Source: an optimization exercise on an open RTL-to-GDS flow (aim: small area and a short achievable clock period). Production flows keep margins and buffers that such runs may drop.
Where RTL was checked, it was by simulation tests only, not by an equivalence proof against the original.
Power is estimated from default activity; no workload was simulated.

run 1:
==> flow/design.v (excerpt) <==
module lj_pair_top (
	input  logic                                   clk,
	input  logic                                   rst_n,
	input  logic                                   pair_valid,
	input  logic                                   pair_last,
	input  logic [3*lj_pkg::CELL_ID_WIDTH-1:0]     home_cell,
	input  logic [3*lj_pkg::CELL_ID_WIDTH-1:0]     nbr_cell,
	input  logic [3*lj_pkg::CELL_POS_WIDTH-1:0]    home_pos,
	input  logic [3*lj_pkg::CELL_POS_WIDTH-1:0]    nbr_pos,
	output logic                                   force_valid,
	output logic signed [lj_pkg::ACC_WIDTH-1:0]    force_x,
	output logic signed [lj_pkg::ACC_WIDTH-1:0]    force_y,
	output logic signed [lj_pkg::ACC_WIDTH-1:0]    force_z,
	output logic [lj_pkg::COUNT_WIDTH-1:0]         pair_count
);
Size: roughly 2,700 cells after synthesis, ~270 flip-flops, ~160 I/O pins.
make LEC_CHECK=0 CAP_MARGIN=20 CORE_MARGIN=2 CORE_UTILIZATION=40 SETUP_SLACK_MARGIN=5 SLEW_MARGIN=20 finish   # period 9.5 ns
run.sh (not shown) runs the stock make flow with config.mk's settings and CLKGATE_MAP_FILE= SYNTH_SCRIPT=/design/flow/synth_recipe.tcl, a recipe that flattens the netlist after the stock synthesis.
Here is what was changed in the inputs of run 2 compared with run 1.
--- a/flow/design.v
+++ b/flow/design.v
@@ -38,15 +38,15 @@
 		endcase
 	end
 	assign dp     = {1'b0, np} - {1'b0, hp};
 	assign dp_neg = dp[6];
 	assign dp_pos = ~dp[6] & (dp[5:0] != 6'd0);
 	assign neg    = dn | (~up & dp_neg);
 	assign ok     = up ? dp_neg : (dn ? dp_pos : 1'b1);
-	assign mag    = neg ? (hp - np) : dp[5:0];
+	assign mag    = (dp[5:0] ^ {6{neg}}) + {5'd0, neg};
 endmodule
 module lj_sumsq (
 	input  logic [5:0]  a,
 	input  logic [5:0]  b,
 	input  logic [5:0]  c,
 	output logic [13:0] ra,      
 	output logic [13:0] rb
@@ -992,29 +992,29 @@
 `timescale 1ns/1ns
 `default_nettype none
 import lj_pkg::*;
 module force_accumulate (
 	input  logic                                clk,
 	input  logic                                clr,
 	input  logic                                s,
-	input  logic                                cin,      
-	input  logic [lj_pkg::QH_WIDTH-1:0]         x,        
+	input  logic                                lz,       
+	input  logic [lj_pkg::QH_WIDTH-1:0]         qh,       
 	output logic [lj_pkg::ACC_WIDTH-1:0]        acc
 );
 	localparam int HW = ACC_WIDTH - QH_WIDTH;        
 	logic [ACC_WIDTH-1:0]         base;
 	logic [QH_WIDTH+1:0]          lo;              
 	logic                         c;
 	logic                         inc;
 	logic                         dec;
 	logic [HW-1:0]                hi;
 	logic [HW:0]                  all1;            
 	logic [HW:0]                  all0;            
 	assign base = clr ? '0 : acc;
-	assign lo   = {1'b0, base[QH_WIDTH-1:0], 1'b1} + {1'b0, x, cin};
+	assign lo   = {1'b0, base[QH_WIDTH-1:0], 1'b1} + {1'b0, qh ^ {QH_WIDTH{s}}, s & lz};
 	assign c    = lo[QH_WIDTH+1];
 	assign inc  = c & ~s;
 	assign dec  = s & ~c;
 	assign hi   = base[ACC_WIDTH-1:QH_WIDTH];
 	assign all1[0] = 1'b1;
 	assign all0[0] = 1'b1;
 	genvar i;
@@ -1127,62 +1127,56 @@
 		end
 	end
 	always_ff @(posedge clk) begin
 		s3    <= neg2 ^ {3{csign}};
 		cmag3 <= cmag;
 		mag3  <= mag2;
 	end
-	logic [3*QW-1:0]   x3;
-	logic [2:0]        cin3;
+	logic [3*QW-1:0]   qh3;
+	logic [2:0]        lz3;
 	generate
 		for (a = 0; a < 3; a++) begin : g_mul
 			logic [PROD_WIDTH-1:0] q;
 			lj_mul mul_i (.c(cmag3), .m(mag3[a*MW +: MW]), .q(q));
-			assign x3[a*QW +: QW] = q[PROD_WIDTH-1:FORCE_SHIFT] ^ {QW{s3[a]}};
-			assign cin3[a]        = s3[a] & (q[FORCE_SHIFT-1:0] == '0);
+			assign qh3[a*QW +: QW] = q[PROD_WIDTH-1:FORCE_SHIFT];
+			assign lz3[a]          = (q[FORCE_SHIFT-1:0] == '0);
 		end
 	endgenerate
 	logic              en4, last4;
 	logic [2:0]        s4;
-	logic [2:0]        cin4;
-	logic [3*QW-1:0]   x4;
+	logic [2:0]        lz4;
+	logic [3*QW-1:0]   qh4;
 	always_ff @(posedge clk or negedge rst_n) begin
 		if (!rst_n) begin
 			en4   <= 1'b0;
 			last4 <= 1'b0;
 		end else begin
 			en4   <= en3;
 			last4 <= last3;
 		end
 	end
 	always_ff @(posedge clk) begin
-		s4   <= s3;
-		cin4 <= cin3;
-		x4   <= x3;
+		s4  <= s3;
+		lz4 <= lz3;
+		qh4 <= qh3;
 	end
-	logic              clr_x, clr_y, clr_z, clr_n;    
+	logic              clr;
 	always_ff @(posedge clk or negedge rst_n) begin
 		if (!rst_n) begin
 			force_valid <= 1'b0;
-			clr_x       <= 1'b1;
-			clr_y       <= 1'b1;
-			clr_z       <= 1'b1;
-			clr_n       <= 1'b1;
+			clr         <= 1'b1;
 		end else begin
 			force_valid <= last4;
-			clr_x       <= last4 | (clr_x & ~en4);
-			clr_y       <= last4 | (clr_y & ~en4);
-			clr_z       <= last4 | (clr_z & ~en4);
-			clr_n       <= last4 | (clr_n & ~en4);
+			clr         <= last4 | (clr & ~en4);
 		end
 	end
-	force_accumulate acc_x (.clk(clk), .clr(clr_x), .s(s4[2]), .cin(cin4[2]),
-		.x(x4[2*QW +: QW]), .acc(force_x));
-	force_accumulate acc_y (.clk(clk), .clr(clr_y), .s(s4[1]), .cin(cin4[1]),
-		.x(x4[QW +: QW]), .acc(force_y));
-	force_accumulate acc_z (.clk(clk), .clr(clr_z), .s(s4[0]), .cin(cin4[0]),
-		.x(x4[0 +: QW]), .acc(force_z));
+	force_accumulate acc_x (.clk(clk), .clr(clr), .s(s4[2]), .lz(lz4[2]),
+		.qh(qh4[2*QW +: QW]), .acc(force_x));
+	force_accumulate acc_y (.clk(clk), .clr(clr), .s(s4[1]), .lz(lz4[1]),
+		.qh(qh4[QW +: QW]), .acc(force_y));
+	force_accumulate acc_z (.clk(clk), .clr(clr), .s(s4[0]), .lz(lz4[0]),
+		.qh(qh4[0 +: QW]), .acc(force_z));
 	always_ff @(posedge clk) begin
-		pair_count <= (clr_n ? '0 : pair_count) + {{(COUNT_WIDTH-1){1'b0}}, en4};
+		pair_count <= (clr ? '0 : pair_count) + {{(COUNT_WIDTH-1){1'b0}}, en4};
 	end
 endmodule
 `default_nettype wire
Findings:
Delta (run 2 minus run 1): part of the power in combinational logic went up by 1.3 points, non-clock buffer count went up by 35, sequential power share went down by 1.2 points. Relative area of non-clock buffer cells in the final design for run 2: 1.2 points up relative to run 1. Run 2 vs run 1 — routed length on met1 rose 0.70%. Summary of run 2 over run 1: minimum clock period increased 0.013 ns; final instance area lost about 0.45%; wire length went up by about 3%. Summary: with run 1 as the reference, die area in run 2 moved down by a few percent. Compared run 2 vs run 1, and number of buffers created by CTS is up in run 2. Relative to run 1, run 2 degrades post-route total power. Run 2 vs. run 1: number of placed instances, taps included shows a reduction of 3.0%; worst hold slack shows no meaningful change.
The RTL of run 1 was laid out without a check of its function.

Another version of the RTL of lj_pair_top (not shown whole).
Size in the first run: about 2,700 cells after synthesis, about 160 I/O pins, about 20,000 µm² of cells after synthesis.
==> module lj_pair_top, before the edit <==
module lj_pair_top (
	input  logic                                   clk,
	input  logic                                   rst_n,
	input  logic                                   pair_valid,
	input  logic                                   pair_last,
	input  logic [3*lj_pkg::CELL_ID_WIDTH-1:0]     home_cell,
	input  logic [3*lj_pkg::CELL_ID_WIDTH-1:0]     nbr_cell,
	input  logic [3*lj_pkg::CELL_POS_WIDTH-1:0]    home_pos,
	input  logic [3*lj_pkg::CELL_POS_WIDTH-1:0]    nbr_pos,
	output logic                                   force_valid,
	output logic signed [lj_pkg::ACC_WIDTH-1:0]    force_x,
	output logic signed [lj_pkg::ACC_WIDTH-1:0]    force_y,
	output logic signed [lj_pkg::ACC_WIDTH-1:0]    force_z,
	output logic [lj_pkg::COUNT_WIDTH-1:0]         pair_count
);
	localparam int MW = MAG_WIDTH;
	localparam int CW = CMAG_WIDTH;
	localparam int QW = QH_WIDTH;
	logic [2:0]        ok0;
	logic [2:0]        neg0;
	logic [3*MW-1:0]   mag0;
	genvar a;
	generate
		for (a = 0; a < 3; a++) begin : g_axis
			pair_decode dec_i (
				.hc(home_cell[a*CELL_ID_WIDTH +: CELL_ID_WIDTH]),
				.nc(nbr_cell[a*CELL_ID_WIDTH +: CELL_ID_WIDTH]),
				.hp(home_pos[a*CELL_POS_WIDTH +: CELL_POS_WIDTH]),
				.np(nbr_pos[a*CELL_POS_WIDTH +: CELL_POS_WIDTH]),
				.ok(ok0[a]), .neg(neg0[a]), .mag(mag0[a*MW +: MW])
			);
		end
	endgenerate
	logic              v1, last1;
	logic [2:0]        neg1;
	logic [3*MW-1:0]   mag1;
	always_ff @(posedge clk or negedge rst_n) begin
		if (!rst_n) begin
			v1 <= 1'b0;
			last1 <= 1'b0;
		end else begin
			v1 <= pair_valid & (&ok0);
			last1 <= pair_valid & pair_last;
		end
	end
	always_ff @(posedge clk) begin
		neg1 <= neg0;
		mag1 <= mag0;
	end
	logic [13:0]       ra1, rb1;                   
	lj_sumsq sumsq_i (.a(mag1[0 +: MW]), .b(mag1[MW +: MW]), .c(mag1[2*MW +: MW]),
		.ra(ra1), .rb(rb1));
	logic [13:0]       r2;
	logic              en1;
	assign r2  = ra1 + rb1;
	assign en1 = v1 & (r2[13:12] == 2'b00) & (r2[11:4] != 8'd0);    
	logic              en2, last2;
	logic [7:0]        tabn2;                      
	logic [2:0]        neg2;
	logic [3*MW-1:0]   mag2;
	always_ff @(posedge clk or negedge rst_n) begin
		if (!rst_n) begin
			en2 <= 1'b0;
			last2 <= 1'b0;
		end else begin
			en2 <= en1;
			last2 <= last1;
		end
	end
	always_ff @(posedge clk) begin
		tabn2 <= ~r2[11:4];
		neg2 <= neg1;
		mag2 <= mag1;
	end
	logic [7:0]        tab2;
	assign tab2 = ~tabn2;
	logic              csign;
	logic [CW-1:0]     cmag;
	force_execute coef_i (.en(en2), .tab(tab2), .csign(csign), .cmag(cmag));
	logic              en3, last3;
	logic [2:0]        s3;
	logic [CW-1:0]     cmag3;
	logic [3*MW-1:0]   mag3;
	always_ff @(posedge clk or negedge rst_n) begin
		if (!rst_n) begin
			en3 <= 1'b0;
			last3 <= 1'b0;
		end else begin
			en3 <= en2;
			last3 <= last2;
		end
	end
	always_ff @(posedge clk) begin
		s3 <= neg2 ^ {3{csign}};
		cmag3 <= cmag;
		mag3 <= mag2;
	end
	logic [15:0]       c3_3;                       
	assign c3_3 = {2'b00, cmag3} + {1'b0, cmag3, 1'b0};
    	logic [3*QW-1:0]   x3;
    	logic [2:0]        cin3;
    	generate
    		for (a = 0; a < 3; a++) begin : g_mul
    			logic [PROD_WIDTH-1:0] q;
    			lj_mul mul_i (.c(cmag3), .c3(c3_3), .m(mag3[a*MW +: MW]), .q(q));
    			assign x3[a*QW +: QW] = q[PROD_WIDTH-1:FORCE_SHIFT] ^ {QW{s3[a]}};
    			assign cin3[a]        = s3[a] & (q[FORCE_SHIFT-1:0] == '0);
    		end
    	endgenerate
    	logic              en4, last4;
    	logic [2:0]        s4;
    	logic [2:0]        cin4;
    	logic [3*QW-1:0]   x4;
    	always_ff @(posedge clk or negedge rst_n) begin
		if (!rst_n) begin
			en4 <= 1'b0;
			last4 <= 1'b0;
		end else begin
			en4 <= en3;
			last4 <= last3;
		end
	end
	always_ff @(posedge clk) begin
		s4 <= s3;
		cin4 <= cin3;
		x4 <= x3;
	end
	logic              clr_x, clr_y, clr_z, clr_n;    
	always_ff @(posedge clk or negedge rst_n) begin
		if (!rst_n) begin
			force_valid <= 1'b0;
			clr_x <= 1'b1;
			clr_y <= 1'b1;
			clr_z <= 1'b1;
			clr_n <= 1'b1;
		end else begin
			force_valid <= last4;
			clr_x <= last4 | (clr_x & ~en4);
			clr_y <= last4 | (clr_y & ~en4);
			clr_z <= last4 | (clr_z & ~en4);
			clr_n <= last4 | (clr_n & ~en4);
		end
	end
	force_accumulate acc_x (.clk(clk), .clr(clr_x), .s(s4[2]), .cin(cin4[2]),
		.x(x4[2*QW +: QW]), .acc(force_x));
	force_accumulate acc_y (.clk(clk), .clr(clr_y), .s(s4[1]), .cin(cin4[1]),
		.x(x4[1*QW +: QW]), .acc(force_y));
	force_accumulate acc_z (.clk(clk), .clr(clr_z), .s(s4[0]), .cin(cin4[0]),
		.x(x4[0*QW +: QW]), .acc(force_z));
	always_ff @(posedge clk) begin
		pair_count <= (clr_n ? '0 : pair_count) + {{(COUNT_WIDTH-1){1'b0}}, en4};
	end
endmodule
Settings: LEC_CHECK=0, ABC_AREA=1, CAP_MARGIN=20, CORE_MARGIN=2, CORE_UTILIZATION=40, SETUP_SLACK_MARGIN=5, SLEW_MARGIN=20; clock period 9.5 ns.
The starting point went through all stages and came out clean.
Edit:
--- a/flow/design.v
+++ b/flow/design.v
@@ -891,8 +891,9 @@
 	logic              en3, last3;
 	logic [2:0]        s3;
 	logic [CW-1:0]     cmag3;
 	logic [3*MW-1:0]   mag3;
+	logic [15:0]       c3_3;                       
 	always_ff @(posedge clk or negedge rst_n) begin
 		if (!rst_n) begin
 			en3 <= 1'b0;
 			last3 <= 1'b0;
@@ -904,11 +905,10 @@
 	always_ff @(posedge clk) begin
 		s3 <= neg2 ^ {3{csign}};
 		cmag3 <= cmag;
 		mag3 <= mag2;
+		c3_3 <= {2'b00, cmag} + {1'b0, cmag, 1'b0};
 	end
-	logic [15:0]       c3_3;                       
-	assign c3_3 = {2'b00, cmag3} + {1'b0, cmag3, 1'b0};
     	logic [3*QW-1:0]   x3;
     	logic [2:0]        cin3;
     	generate
     		for (a = 0; a < 3; a++) begin : g_mul
Result: Maximum frequency is lower by 0.46%. Hold slack loses 0.0084 ns. Sequential power is higher by about 8%. Clock power is about the same. Wire length shrinks by about 5.4%. Worst setup slack degrades by 0.021 ns. Synthesized area went up by 0.71%. Critical path depth fell by 1. Sequential share of layout area went up by 1.6 points.
Function was not checked in any run of this note: the RTL went through the layout flow alone.

== the baseline ==
lj_pair_top, a different RTL version from the one above (not shown whole).
Size in the first run: ~2600 cells after synthesis, ~320 flip-flops, roughly 160 I/O pins, roughly 21000 um2 of cells after synthesis.
Settings: LEC_CHECK=0, ABC_AREA=1, CAP_MARGIN=20, CORE_MARGIN=2, CORE_UTILIZATION=40, SLEW_MARGIN=20, SETUP_SLACK_MARGIN=6.1; clock period 9.5 ns.
standard.sh (not shown) runs the stock make flow with config.mk's settings and CLKGATE_MAP_FILE= SYNTH_SCRIPT=/design/flow/synth_recipe.tcl, a recipe that flattens the netlist after the stock synthesis.
==> flow/flow/run.sh <==
#!/bin/bash
set -o pipefail
echo "export SETUP_SLACK_MARGIN = 6.1" >> config.mk
bash standard.sh > standard.log 2>&1
The baseline: no failed stages, no open violations at the end
#### Input delta (the candidate over the baseline)
--- a/flow/design.v
+++ b/flow/design.v
@@ -7,26 +7,26 @@
 	localparam int COUNT_WIDTH = 8;                
 	localparam int CMAG_WIDTH  = 14;
 	localparam int PROD_WIDTH  = CMAG_WIDTH + MAG_WIDTH;    
 	localparam int FORCE_SHIFT = 6;
 	localparam int QH_WIDTH    = PROD_WIDTH - FORCE_SHIFT;
 endpackage
 `default_nettype wire
 `default_nettype none
 module lj_add #(
-	parameter int W = 8
+	parameter int W = 8,
+	parameter int L = 3                              
 ) (
 	input  logic [W-1:0]  a,
 	input  logic [W-1:0]  b,
 	input  logic          ci,
 	output logic [W:0]    s                        
 );
-	localparam int L = $clog2(W);
 	logic [(L+1)*W-1:0]   gg;                      
 	logic [(L+1)*W-1:0]   pp;                      
 	logic [W-1:0]         p0;
 	logic [W:0]           c;
 	assign p0        = a ^ b;
 	assign gg[W-1:0] = (a & b) | {{(W-1){1'b0}}, p0[0] & ci};
 	assign pp[W-1:0] = p0;
 	genvar l, i;
 	generate
@@ -642,19 +642,19 @@
 	assign t69 = t15 ^ t29 ^ t43;
 	assign t70 = (t15 & t29) | (t15 & t43) | (t29 & t43);
 	assign t71 = t16 ^ t30 ^ t44;
 	assign t72 = (t16 & t30) | (t16 & t44) | (t30 & t44);
 	assign t73 = t31 ^ t45;
 	assign t74 = t31 & t45;
 	assign t75 = t32 ^ t46;
 	assign t76 = t32 & t46;
 	logic [20:0] sum;
-	lj_add #(.W(20)) add_i (
+	lj_add #(.W(20), .L(5)) add_i (
 		.a({t48, t76, t74, t72, t70, t68, t66, t64, t62, t60, t58, t56, t54, t52, t50, t49, t4, t3, t2, t1}),
 		.b({1'b0, t47, t75, t73, t71, t69, t67, t65, t63, t61, t59, t57, t55, t53, t51, t33, t18, t17, 1'b0, 1'b0}),
 		.ci(1'b0), .s(sum));
 	assign q = sum[19:0];
 endmodule
 `default_nettype wire
 `timescale 1ns/1ns
 `default_nettype none
 import lj_pkg::*;
@@ -673,19 +673,19 @@
 	logic [QH_WIDTH-1:0]          lo_base;
 	logic [QH_WIDTH+1:0]          lo_sum;          
 	logic                         inc;             
 	logic                         dec;             
 	logic [HW-1:0]                hi;
 	logic [HW-1:0]                hi_base;
 	logic [HW:0]                  all1;            
 	logic [HW:0]                  all0;            
 	assign lo_base = clr ? '0 : lo;
-	lj_add #(.W(QH_WIDTH)) add_i (.a(lo_base), .b(x), .ci(cin), .s(lo_sum[QH_WIDTH+1:1]));
+	lj_add #(.W(QH_WIDTH), .L(4)) add_i (.a(lo_base), .b(x), .ci(cin), .s(lo_sum[QH_WIDTH+1:1]));
 	assign lo_sum[0] = 1'b0;
 	always_ff @(posedge clk) begin
 		lo   <= lo_sum[QH_WIDTH:1];
 		lo_d <= lo;
 		inc  <= lo_sum[QH_WIDTH+1] & ~s;
 		dec  <= s & ~lo_sum[QH_WIDTH+1];
 	end
 	assign hi_base = clr_d ? '0 : hi;
 	assign all1[0] = 1'b1;
@@ -756,19 +756,19 @@
 		neg1 <= neg0;
 		magn1 <= ~mag0;
 	end
 	assign mag1 = ~magn1;
 	logic [13:0]       ra1, rb1;                   
 	lj_sumsq sumsq_i (.a(mag1[0 +: MW]), .b(mag1[MW +: MW]), .c(mag1[2*MW +: MW]),
 		.ra(ra1), .rb(rb1));
 	logic [13:0]       r2;
 	logic [14:0]       r2_sum;
-	lj_add #(.W(14)) add_r2 (.a(ra1), .b(rb1), .ci(1'b0), .s(r2_sum));
+	lj_add #(.W(14), .L(4)) add_r2 (.a(ra1), .b(rb1), .ci(1'b0), .s(r2_sum));
 	assign r2  = r2_sum[13:0];
 	logic              v2, last2;
 	logic [1:0]        top2;                       
 	logic [7:0]        tabn2;                      
 	logic [2:0]        neg2;
 	logic [3*MW-1:0]   mag2;
 	always_ff @(posedge clk or negedge rst_n) begin
 		if (!rst_n) begin
 			v2 <= 1'b0;
@@ -791,19 +791,19 @@
 	logic              csign;
 	logic [CW-1:0]     cmag;
 	force_execute coef_i (.en(en2), .tab(tab2), .csign(csign), .cmag(cmag));
 	logic              en3, last3;
 	logic [2:0]        s3;
 	logic [CW-1:0]     cmag3;
 	logic [3*MW-1:0]   mag3;
 	logic [15:0]       c3_3;                       
 	logic [15:0]       c3;
-	lj_add #(.W(15)) add_c3 (.a({1'b0, cmag}), .b({cmag, 1'b0}), .ci(1'b0), .s(c3));
+	lj_add #(.W(15), .L(4)) add_c3 (.a({1'b0, cmag}), .b({cmag, 1'b0}), .ci(1'b0), .s(c3));
 	always_ff @(posedge clk or negedge rst_n) begin
 		if (!rst_n) begin
 			en3 <= 1'b0;
 			last3 <= 1'b0;
 		end else begin
 			en3 <= en2;
 			last3 <= last2;
 		end
 	end
==> notes.md <==
Shortest clock period the worst path allows after layout came out exactly the same in the baseline and the candidate.
Post-cts repair resize count across the baseline and the candidate: no real change.
[compare] base=the baseline new=the candidate: total wire length now sits at about the same level, die area now sits at about the same level, worst hold slack now sits at about the same level, internal cell power now sits at about the same level.
As far as parity-gate share of the synthesized area counting xor and xnor cells goes, the baseline and the candidate are indistinguishable; the numbers are identical.
Reported for the baseline and the candidate, first-pass GRT wire length turned out identical to the last digit.
The candidate -> the baseline: multiplexer fraction of the synthesized cell area flat
The candidate -> the baseline: net count of the mapped netlist delta 0, exact match
For the baseline, only the layout was checked, not whether the RTL still works.

re-timing with driven ports:
Ports are ideal in the flow. The routed layouts listed here were re-timed in OpenROAD. Step 1 (the two cells are an assumption about what drives the block):
set clk [get_ports {clk}]
set_driving_cell -lib_cell sky130_fd_sc_hd__clkbuf_16 $clk
set_driving_cell -lib_cell sky130_fd_sc_hd__buf_2 [delete_from_list [all_inputs] $clk]
Step 2, shift: input delay + t, output delay - t, t = (earliest + latest rising clock arrival at the registers) / 2. This alone moves slack from input paths to output paths. Three values: ideal, step 1, step 2; two values: the first two.
run | t, ns | setup WS [ns] | worst setup path at the end | worst data-port slew with drivers (ns) | pins driven straight from the clock port
run 1 | 0.642 | 5.156 / 5.191 / 4.549 | input to register | 0.06 | 1
run 2 | 0.586 | 5.143 / 5.148 / 4.586 | input to register | 0.04 | 1
the first run of note 2 | 0.638 | 4.870 / 4.870 / 4.870 | register to register | 0.06 | 1
the second run of note 2 | 0.621 | 4.849 / 4.849 / 4.849 | register to register | 0.05 | 1
the baseline | 0.601 | 6.143 / 6.101 / 5.605 | input to register | 0.05 | 1
the candidate | 0.601 | 6.143 / 6.101 / 5.605 | input to register | 0.05 | 1
After both steps every run listed still meets setup and hold. The setup slack of run 1, which loses most, moves by +0.035 ns with the drivers and by -0.607 ns with both steps.
